Source: an optimization exercise on an open RTL-to-GDS flow (aim: small area, a short achievable clock period and few clock cycles per item). Production flows keep margins and buffers that such runs may drop. In this exercise RTL edits were held to simulation tests only and were not proved equivalent to the original.

Design uv_sphere_index_generator, start of the top module:
module uv_sphere_index_generator (
    input  logic         clk,
    input  logic         rst_n,
    input  logic         cfg_write,
    input  logic         cfg_index,
    input  logic [8:0]   cfg_data,
    input  logic         in_valid,
    output logic         in_ready,
    input  logic         restart,
    output logic         out_valid,
    input  logic         out_ready,
    output logic [15:0]  first_index,
    output logic [15:0]  second_index,
    output logic [15:0]  third_index,
    output logic         last_triangle
);
==> flow/config.mk <==
export PLATFORM = sky130hd
export DESIGN_NAME = uv_sphere_index_generator
export DESIGN_NICKNAME = uv_sphere_index_generator
export VERILOG_FILES = /design/flow/design.v
export SDC_FILE = /design/flow/constraint.sdc
export NUM_CORES = 4
export LEC_CHECK = 0
export CAP_MARGIN = 20
export CORE_MARGIN = 2
export CORE_UTILIZATION = 65
export SETUP_SLACK_MARGIN = 2.5
export SLEW_MARGIN = 20
==> flow/constraint.sdc <==
create_clock -name core_clock -period 5.5 [get_ports {clk}]
set_input_delay 1.1000 -clock core_clock [delete_from_list [all_inputs] [get_ports {clk}]]
set_output_delay 1.1000 -clock core_clock [all_outputs]
set_load 0.01 [all_outputs]
run.sh (not shown) runs the stock make flow with config.mk's settings and CLKGATE_MAP_FILE= SYNTH_SCRIPT=/design/flow/synth_recipe.tcl, a recipe that flattens the netlist after the stock synthesis.
The starting point produced a clean layout.
Testbench counts at the start, summed over its fixed seeds: cycles 115,264, items 115,072.
Change:
--- a/flow/config.mk
+++ b/flow/config.mk
@@ -10 +10 @@
-export CORE_UTILIZATION = 65
+export CORE_UTILIZATION = 40
Result: The changed run produced a clean layout; critical path depth does not change; sequential share of layout area went down by 0.48 points; global-route usage drops by 13 points; synthesized area does not change; worst setup slack is better by 0.092 ns.
Change:
--- a/flow/config.mk
+++ b/flow/config.mk
@@ -11 +11 @@
-export SETUP_SLACK_MARGIN = 2.5
+export SETUP_SLACK_MARGIN = 3.0
- The new run finished with timing, DRC and antenna clean
- flip-flop and latch count is unchanged
- core utilization grows by 7.7 points
- first-iteration DRC count falls by about 7%
- wire length increases by about 17%
- worst setup slack improved by 0.082 ns
Change:
--- a/flow/config.mk
+++ b/flow/config.mk
@@ -7,0 +8 @@
+export ABC_AREA = 1
@@ -11 +12 @@
-export SETUP_SLACK_MARGIN = 3.0
+export SETUP_SLACK_MARGIN = 2.5
Sequential cell count does not change.
Global-route usage goes down by 2.5 points.
Synthesized area goes up by 2.4%.
Worst setup slack gets worse by 0.024 ns.
Design area goes down by 13%.
Final cell count goes up by 13%.

## job 101
The RTL this note starts from:
==> flow/design.v <==
package uvsig_pkg;
    function automatic logic [8:0] inc8(input logic [7:0] x);
        logic [8:0] r;
        logic [7:0] lowmask;
        begin
            r[0] = !x[0];
            for (int i = 1; i < 8; i++)
            begin
                lowmask = 8'((9'd1 << i) - 9'd1);
                r[i] = x[i] ^ (&(x | ~lowmask));
            end
            r[8] = &x;
            inc8 = r;
        end
    endfunction
    function automatic logic [15:0] add16_8(input logic [15:0] a, input logic [7:0] b, input logic ci);
        logic [8:0] lo;
        logic [8:0] hi;
        begin
            lo = {1'b0, a[7:0]} + {1'b0, b} + {8'd0, ci};
            hi = inc8(a[15:8]);
            add16_8 = {lo[8] ? hi[7:0] : a[15:8], lo[7:0]};
        end
    endfunction
endpackage
import uvsig_pkg::*;
module uvsig_calc (
    input  logic [15:0] r0,
    input  logic [15:0] r1,
    input  logic [7:0]  col,
    input  logic        a_r1,      
    input  logic        a_oe,      
    input  logic        a_ci,      
    input  logic        b_r0,      
    input  logic        b_r1,      
    input  logic        d_r0,      
    input  logic        d_r1,      
    input  logic        d_oe,      
    input  logic        d_ci,      
    output logic [15:0] first_index,
    output logic [15:0] second_index,
    output logic [15:0] third_index
);
    logic [15:0] a_base, b_base, d_base;
    assign a_base = a_r1 ? r1 : r0;
    assign b_base = (r0 & {16{b_r0}}) | (r1 & {16{b_r1}});
    assign d_base = (r0 & {16{d_r0}}) | (r1 & {16{d_r1}});
    assign first_index  = uvsig_pkg::add16_8(a_base, col & {8{a_oe}}, a_ci);
    assign second_index = uvsig_pkg::add16_8(b_base, col, 1'b0);
    assign third_index  = uvsig_pkg::add16_8(d_base, col & {8{d_oe}}, d_ci);
endmodule
import uvsig_pkg::*;
module uv_sphere_index_generator (
    input  logic         clk,
    input  logic         rst_n,
    input  logic         cfg_write,
    input  logic         cfg_index,
    input  logic [8:0]   cfg_data,
    input  logic         in_valid,
    output logic         in_ready,
    input  logic         restart,
    output logic         out_valid,
    input  logic         out_ready,
    output logic [15:0]  first_index,
    output logic [15:0]  second_index,
    output logic [15:0]  third_index,
    output logic         last_triangle
);
    logic [7:0] vm3, hm1;
    logic       lo3, hi256;
    logic [7:0] cfg_m1;
    logic [8:0] hval;
    assign lo3    = (cfg_data[8:2] == 7'd0);
    assign hi256  = cfg_data[8] && (cfg_data[7:0] != 8'd0);
    assign cfg_m1 = cfg_data[7:0] - 8'd1;
    assign hval   = uvsig_pkg::inc8(hm1);
    always_ff @(posedge clk or negedge rst_n)
    begin
        if (!rst_n)
        begin
            vm3 <= 8'd0;
            hm1 <= 8'd2;
        end
        else if (cfg_write)
        begin
            if (cfg_index)
                hm1 <= lo3 ? 8'd2 : (hi256 ? 8'd255 : cfg_m1);
            else
                vm3 <= lo3 ? 8'd0 : (hi256 ? 8'd253 : cfg_data[7:0] - 8'd3);
        end
    end
    logic       ov, rq_v, sp, stale, busy, rdy;
    logic [3:0] step;
    logic       mb, hz;
    logic        cap, wrp, half, wf;
    logic        c1r;        
    logic [7:0]  band, col;
    logic [15:0] r0, r1;
    logic        a_r1, a_oe, a_ci, b_r0, d_r0, d_oe, d_ci;
    logic [15:0] oa, ob, od;
    logic        ol;
    logic src_v, rs, out_free, emit, wreset;
    assign in_ready = !rq_v;
    assign src_v    = rq_v || in_valid;
    assign rs       = (!rq_v && restart) || sp;
    assign out_free = !ov || out_ready;
    assign wreset   = src_v && rs;
    assign emit     = rdy && out_free && (rq_v || (in_valid && !restart));
    logic [8:0] col_inc, band_inc;
    logic       c1ge, c2ge, cge, band_end, natural, last;
    assign col_inc  = uvsig_pkg::inc8(col);
    assign band_inc = uvsig_pkg::inc8(band);
    assign c1ge     = col_inc >= {1'b0, hm1};
    assign cge      = col >= hm1;
    assign c2ge     = ({1'b0, col} + 9'd2) >= {1'b0, hm1};
    assign band_end = band >= vm3;
    assign natural  = band == vm3;
    assign last     = wrp && half;
    logic       n_cap, n_wrp, n_half, n_wf, n_c1;
    logic [7:0] n_band, n_col;
    logic       n_base0, n_step, n_bad;
    logic       fin, done, start_rc;
    assign fin      = busy && step[3];
    assign done     = fin && (step[0] || !cap);
    assign start_rc = stale && !busy && !sp;
    always_comb
    begin
        n_cap   = cap;
        n_wrp   = wrp;
        n_half  = !half;
        n_wf    = wf;
        n_c1    = c1r;
        n_band  = band;
        n_col   = col;
        n_base0 = 1'b0;
        n_step  = 1'b0;
        n_bad   = 1'b0;
        if (wreset)
        begin
            n_base0 = 1'b1;
            n_cap   = 1'b0;
            n_wrp   = 1'b0;
            n_half  = 1'b0;
            n_wf    = 1'b0;
            n_c1    = 1'b0;
            n_band  = 8'd0;
            n_col   = 8'd0;
        end
        else if (busy)
        begin
            n_half = half;
            n_wf   = wrp || cge;
            n_c1   = wrp || c1ge;
            if (wrp)
                n_col = hm1;
        end
        else if (last)
        begin
            n_base0 = 1'b1;
            n_cap   = 1'b0;
            n_wrp   = 1'b0;
            n_half  = 1'b0;
            n_wf    = 1'b0;
            n_c1    = 1'b0;
            n_band  = 8'd0;
            n_col   = 8'd0;
        end
        else if (half)
        begin
            if (!cap)
            begin
                if (wf)
                begin
                    n_col  = 8'd0;
                    n_wf   = 1'b0;
                    n_c1   = 1'b0;
                    n_step = 1'b1;
                    if (band_end)
                    begin
                        n_band = 8'd0;
                        n_cap  = 1'b1;
                        n_bad  = !natural;
                    end
                    else
                    begin
                        n_band = band_inc[7:0];
                    end
                end
                else
                begin
                    n_col = col_inc[7:0];
                    n_wf  = c1r;
                    n_c1  = c2ge;
                end
            end
            else
            begin
                if (c1r)
                begin
                    n_col = hm1;
                    n_wrp = 1'b1;
                    n_wf  = 1'b1;
                    n_c1  = 1'b1;
                end
                else
                begin
                    n_col = col_inc[7:0];
                    n_wf  = 1'b0;
                    n_c1  = c2ge;
                end
            end
        end
    end
    logic [7:0]  mult;
    logic        horner, add_h;
    logic [15:0] add_a, add_s;
    assign mult   = cap ? vm3 : band;
    assign horner = hz;
    assign add_h  = horner ? mb : 1'b1;
    assign add_a  = horner ? {r1[14:0], 1'b0} : r1;
    assign add_s  = uvsig_pkg::add16_8(add_a, hm1 & {8{add_h}}, add_h);
    logic sp_n, stale_n, busy_n;
    always_comb
    begin
        sp_n    = sp && !wreset;
        stale_n = stale;
        busy_n  = busy;
        if (cfg_write)
        begin
            stale_n = 1'b1;
            busy_n  = 1'b0;
        end
        else if (wreset)
        begin
            stale_n = 1'b0;
            busy_n  = 1'b0;
        end
        else if (emit)
        begin
            if (n_bad)
                stale_n = 1'b1;
        end
        else if (start_rc)
        begin
            busy_n = 1'b1;
        end
        else if (done)
        begin
            busy_n  = 1'b0;
            stale_n = 1'b0;
        end
    end
    always_ff @(posedge clk or negedge rst_n)
    begin
        if (!rst_n)
        begin
            ov    <= 1'b0;
            rq_v  <= 1'b0;
            sp    <= 1'b1;
            stale <= 1'b0;
            busy  <= 1'b0;
            rdy   <= 1'b0;
            hz    <= 1'b0;
            step  <= 4'd0;
        end
        else
        begin
            if (emit)
                ov <= 1'b1;
            else if (out_ready)
                ov <= 1'b0;
            if (rq_v)
                rq_v <= !emit;
            else
                rq_v <= in_valid && !emit;
            sp    <= sp_n;
            stale <= stale_n;
            busy  <= busy_n;
            rdy   <= !sp_n && !stale_n && !busy_n;
            hz <= busy_n && (start_rc || (step[2:0] != 3'd7 && !step[3]));
            if (start_rc)
                step <= 4'd0;
            else if (busy)
                step <= step + 4'd1;
        end
    end
    logic [15:0] t_a, t_b, t_d;
    uvsig_calc u_calc (
        .r0           (r0),
        .r1           (r1),
        .col          (col),
        .a_r1         (a_r1),
        .a_oe         (a_oe),
        .a_ci         (a_ci),
        .b_r0         (b_r0),
        .b_r1         (!cap),
        .d_r0         (d_r0),
        .d_r1         (half),
        .d_oe         (d_oe),
        .d_ci         (d_ci),
        .first_index  (t_a),
        .second_index (t_b),
        .third_index  (t_d)
    );
    always_ff @(posedge clk)
    begin
        if (emit)
        begin
            oa <= t_a;
            ob <= t_b;
            od <= t_d;
            ol <= last;
        end
        if (start_rc)
            mb <= mult[7];
        else
            mb <= mult[3'd6 - step[2:0]];
        if (emit || wreset || done)
        begin
            cap  <= n_cap;
            wrp  <= n_wrp;
            half <= n_half;
            band <= n_band;
            col  <= n_col;
            wf   <= n_wf;
            c1r  <= n_c1;
            a_r1 <= n_cap && !n_half;
            a_oe <= (!n_cap && !n_half) || (!(n_cap && !n_half) && !n_wf);
            a_ci <= n_half && !n_wf;
            b_r0 <= n_cap && n_half;
            d_r0 <= !n_cap && !n_half;
            d_oe <= !n_wf && !(n_cap && n_half);
            d_ci <= (n_cap && n_half) || !n_wf;
        end
        if (emit || wreset)
        begin
            if (n_base0)
            begin
                r0 <= 16'd0;
                r1 <= {7'd0, hval};
            end
            else if (n_step)
            begin
                r0 <= r1;
                r1 <= add_s;
            end
        end
        else if (start_rc)
        begin
            r1 <= 16'd0;
        end
        else if (busy)
        begin
            if (step[3])
                r0 <= r1;
            r1 <= add_s;
        end
    end
    assign out_valid     = ov;
    assign first_index   = oa;
    assign second_index  = ob;
    assign third_index   = od;
    assign last_triangle = ol;
endmodule
Settings: LEC_CHECK=0, ABC_AREA=1, CAP_MARGIN=20, CORE_MARGIN=2, CORE_UTILIZATION=55, CTS_BUF_LIST=sky130_fd_sc_hd__clkbuf_8, PLACE_DENSITY=0.85, SETUP_SLACK_MARGIN=3.2, SLEW_MARGIN=20; clock period 5.5 ns.
standard.sh (not shown) runs the stock make flow with config.mk's settings and CLKGATE_MAP_FILE= SYNTH_SCRIPT=/design/flow/synth_recipe.tcl, a recipe that flattens the netlist after the stock synthesis.
==> flow/flow/run.sh <==
#!/bin/bash
# The standard layout, with two changes: the port buffers are plain buffers
# (sky130_fd_sc_hd__buf_2) rather than the cell buffer_ports picks by itself,
# and synthesis leaves adders to ABC instead of mapping them to full/half
# adder cells first (ADDER_MAP_FILE empty). Registers are unchanged.
set -euo pipefail
bash standard.sh finish "BUFFER_PORTS_ARGS=-buffer_cell sky130_fd_sc_hd__buf_2" "ADDER_MAP_FILE=" > flow_make.log 2>&1
Job 101 | stages: all done | timing, DRC, antenna: all pass
Testbench counts of job 101, summed over its fixed seeds: cycles 115,328, items 115,072.
[inputs] job 102 vs job 101
# job 101
export LEC_CHECK = 0
export ABC_AREA = 1
export CAP_MARGIN = 20
export CORE_MARGIN = 2
export CORE_UTILIZATION = 55
export CTS_BUF_LIST = sky130_fd_sc_hd__clkbuf_8
export PLACE_DENSITY = 0.85
export SETUP_SLACK_MARGIN = 3.2
export SLEW_MARGIN = 20
create_clock -name core_clock -period 5.5 [get_ports {clk}]
# job 102
export LEC_CHECK = 0
export ABC_AREA = 1
export CAP_MARGIN = 20
export CORE_MARGIN = 2
export CORE_UTILIZATION = 40
export CTS_BUF_LIST = sky130_fd_sc_hd__clkbuf_8
export CTS_CLUSTER_SIZE = 30
export SETUP_SLACK_MARGIN = 3.2
export SLEW_MARGIN = 20
create_clock -name core_clock -period 5.5 [get_ports {clk}]
==> flow/flow/run.sh <==
#!/bin/bash
# The standard layout, with two changes: the port buffers are plain buffers
# (sky130_fd_sc_hd__buf_1) rather than the cell buffer_ports picks by itself,
# and synthesis leaves adders to ABC instead of mapping them to full/half
# adder cells first (ADDER_MAP_FILE empty). Registers are unchanged.
set -euo pipefail
bash standard.sh finish "BUFFER_PORTS_ARGS=-buffer_cell sky130_fd_sc_hd__buf_1" "ADDER_MAP_FILE=" > flow_make.log 2>&1
--- outcome ---
Job 102 vs. job 101: proportion of cell area occupied by registers went down by 0.46 points; layout multi-input combinational cell count saw little to no change; synthesis-to-layout area growth rose by 1.5 points; number of setup buffers added after CTS saw an increase. Launching instance or port of the critical path = rq_v: job 102; launching instance or port of the critical path = a_r1: job 101.
Relative to job 102, the following input files were edited for job 103:
# job 102
export LEC_CHECK = 0
export ABC_AREA = 1
export CAP_MARGIN = 20
export CORE_MARGIN = 2
export CORE_UTILIZATION = 40
export CTS_BUF_LIST = sky130_fd_sc_hd__clkbuf_8
export CTS_CLUSTER_SIZE = 30
export SETUP_SLACK_MARGIN = 3.2
export SLEW_MARGIN = 20
create_clock -name core_clock -period 5.5 [get_ports {clk}]
# job 103
export LEC_CHECK = 0
export ABC_AREA = 1
export CAP_MARGIN = 20
export CORE_MARGIN = 2
export CORE_UTILIZATION = 40
export CTS_BUF_LIST = sky130_fd_sc_hd__clkbuf_8
export PLACE_DENSITY = 0.85
export SETUP_SLACK_MARGIN = 3.3
export SLEW_MARGIN = 20
create_clock -name core_clock -period 5.5 [get_ports {clk}]
==> flow/flow/run.sh <==
#!/bin/bash
# The standard layout, with two changes: the port buffers are plain buffers
# (sky130_fd_sc_hd__buf_2) rather than the cell buffer_ports picks by itself,
# and synthesis leaves adders to ABC instead of mapping them to full/half
# adder cells first (ADDER_MAP_FILE empty). Registers are unchanged.
set -euo pipefail
bash standard.sh finish "BUFFER_PORTS_ARGS=-buffer_cell sky130_fd_sc_hd__buf_2" "ADDER_MAP_FILE=" > flow_make.log 2>&1
Findings:
When job 103 is measured against job 102, its period utilization turns out 0.31 points higher.
Going from job 102 to job 103, the wire length was found to have gone up by 770 um.
Changes observed in job 103 relative to job 102: worst-case setup margin in the final layout moved down.
Diff job 102 -> job 103: number of nets produced by synthesis neither gained nor lost much, number of hold-slack violations in the final timing report neither gained nor lost much.
#### Input delta (job 104 over job 103)
# job 103
export LEC_CHECK = 0
export ABC_AREA = 1
export CAP_MARGIN = 20
export CORE_MARGIN = 2
export CORE_UTILIZATION = 40
export CTS_BUF_LIST = sky130_fd_sc_hd__clkbuf_8
export PLACE_DENSITY = 0.85
export SETUP_SLACK_MARGIN = 3.3
export SLEW_MARGIN = 20
create_clock -name core_clock -period 5.5 [get_ports {clk}]
# job 104
export LEC_CHECK = 0
export ABC_AREA = 0
export CAP_MARGIN = 20
export CORE_MARGIN = 2
export CORE_UTILIZATION = 40
export CTS_BUF_LIST = sky130_fd_sc_hd__clkbuf_8
export CTS_CLUSTER_SIZE = 30
export SETUP_SLACK_MARGIN = 3.2
export SLEW_MARGIN = 20
create_clock -name core_clock -period 5.5 [get_ports {clk}]
==> comparison <==
Design area delta (job 104 − job 103): unfavourable
Against job 103, job 104 comes in 0.24 ns higher on stage delay of the slowest cell on the critical path.
Non-clock buffer count in job 104 is 50% higher than in job 103
Utilization after layout, job 103 and job 104: lower on job 103
Delta (job 104 minus job 103): number of non-clock inverters shrank by 158; fraction of area in multi-input gates grew by 3.8 points; total area of sequential cells held steady.
Job 104: wire length of the first global-routing pass is about 2% higher than what job 103 reported.
Modified inputs, job 105 compared to job 104
# job 104
export LEC_CHECK = 0
export ABC_AREA = 0
export CAP_MARGIN = 20
export CORE_MARGIN = 2
export CORE_UTILIZATION = 40
export CTS_BUF_LIST = sky130_fd_sc_hd__clkbuf_8
export CTS_CLUSTER_SIZE = 30
export SETUP_SLACK_MARGIN = 3.2
export SLEW_MARGIN = 20
create_clock -name core_clock -period 5.5 [get_ports {clk}]
# job 105
export LEC_CHECK = 0
export ABC_AREA = 1
export CAP_MARGIN = 20
export CORE_MARGIN = 2
export CORE_UTILIZATION = 40
export CTS_BUF_LIST = sky130_fd_sc_hd__clkbuf_8
export GPL_ROUTABILITY_DRIVEN = 0
export PLACE_DENSITY = 0.85
export SETUP_SLACK_MARGIN = 3.2
export SLEW_MARGIN = 20
create_clock -name core_clock -period 5.5 [get_ports {clk}]
--- outcome ---
- When job 105 is set beside job 104, its met1 track demand over resource in global routing turns out to be 3.4 points smaller.
- Relative to job 104, met2 capacity usage during global routing has decreased by 1.8 points in job 105.
- Fmax: job 105 higher than job 104

==> static timing again, ports no longer ideal <==
The flow's constraints put no driver on any port. The routed layouts listed below were extracted and timed again, unchanged, in two steps. Step 1 assumes that a clkbuf_16 drives the clock port and a buf_2 every other input. Step 2 adds t to the input delays and takes it off the output delays; t is the mean of the earliest and latest rising clock arrival at the registers after step 1. Input paths then give back, and output paths get back, about the clock's delay inside the block. Slacks: ideal / step 1 / step 2; pairs: ideal / step 1.
run | t, ns | setup WS [ns] | worst data-port slew with drivers (ns) | cell pins on the clock port's net
the first run of note 1 | 0.470 | 2.489 / 2.508 / 2.039 | 0.04 | 1
the second run of note 1 | 0.469 | 2.580 / 2.602 / 2.133 | 0.03 | 1
the third run of note 1 | 0.478 | 2.662 / 2.662 / 2.485 | 0.06 | 1
the fourth run of note 1 | 0.473 | 2.638 / 2.645 / 2.190 | 0.03 | 1
job 101 | 0.500 | 3.232 / 3.232 / 2.781 | 0.03 | 1
job 102 | 0.496 | 3.259 / 3.219 / 2.786 | 0.03 | 1
job 103 | 0.490 | 3.242 / 3.226 / 2.735 | 0.05 | 1
job 104 | 0.490 | 1.941 / 1.941 / 1.941 | 0.03 | 1
job 105 | 0.499 | 3.259 / 3.259 / 2.800 | 0.03 | 1
After both steps setup and hold are still met in every run listed. The setup slack of job 103, which loses most, moves by -0.016 ns with the drivers and by -0.507 ns with both steps.
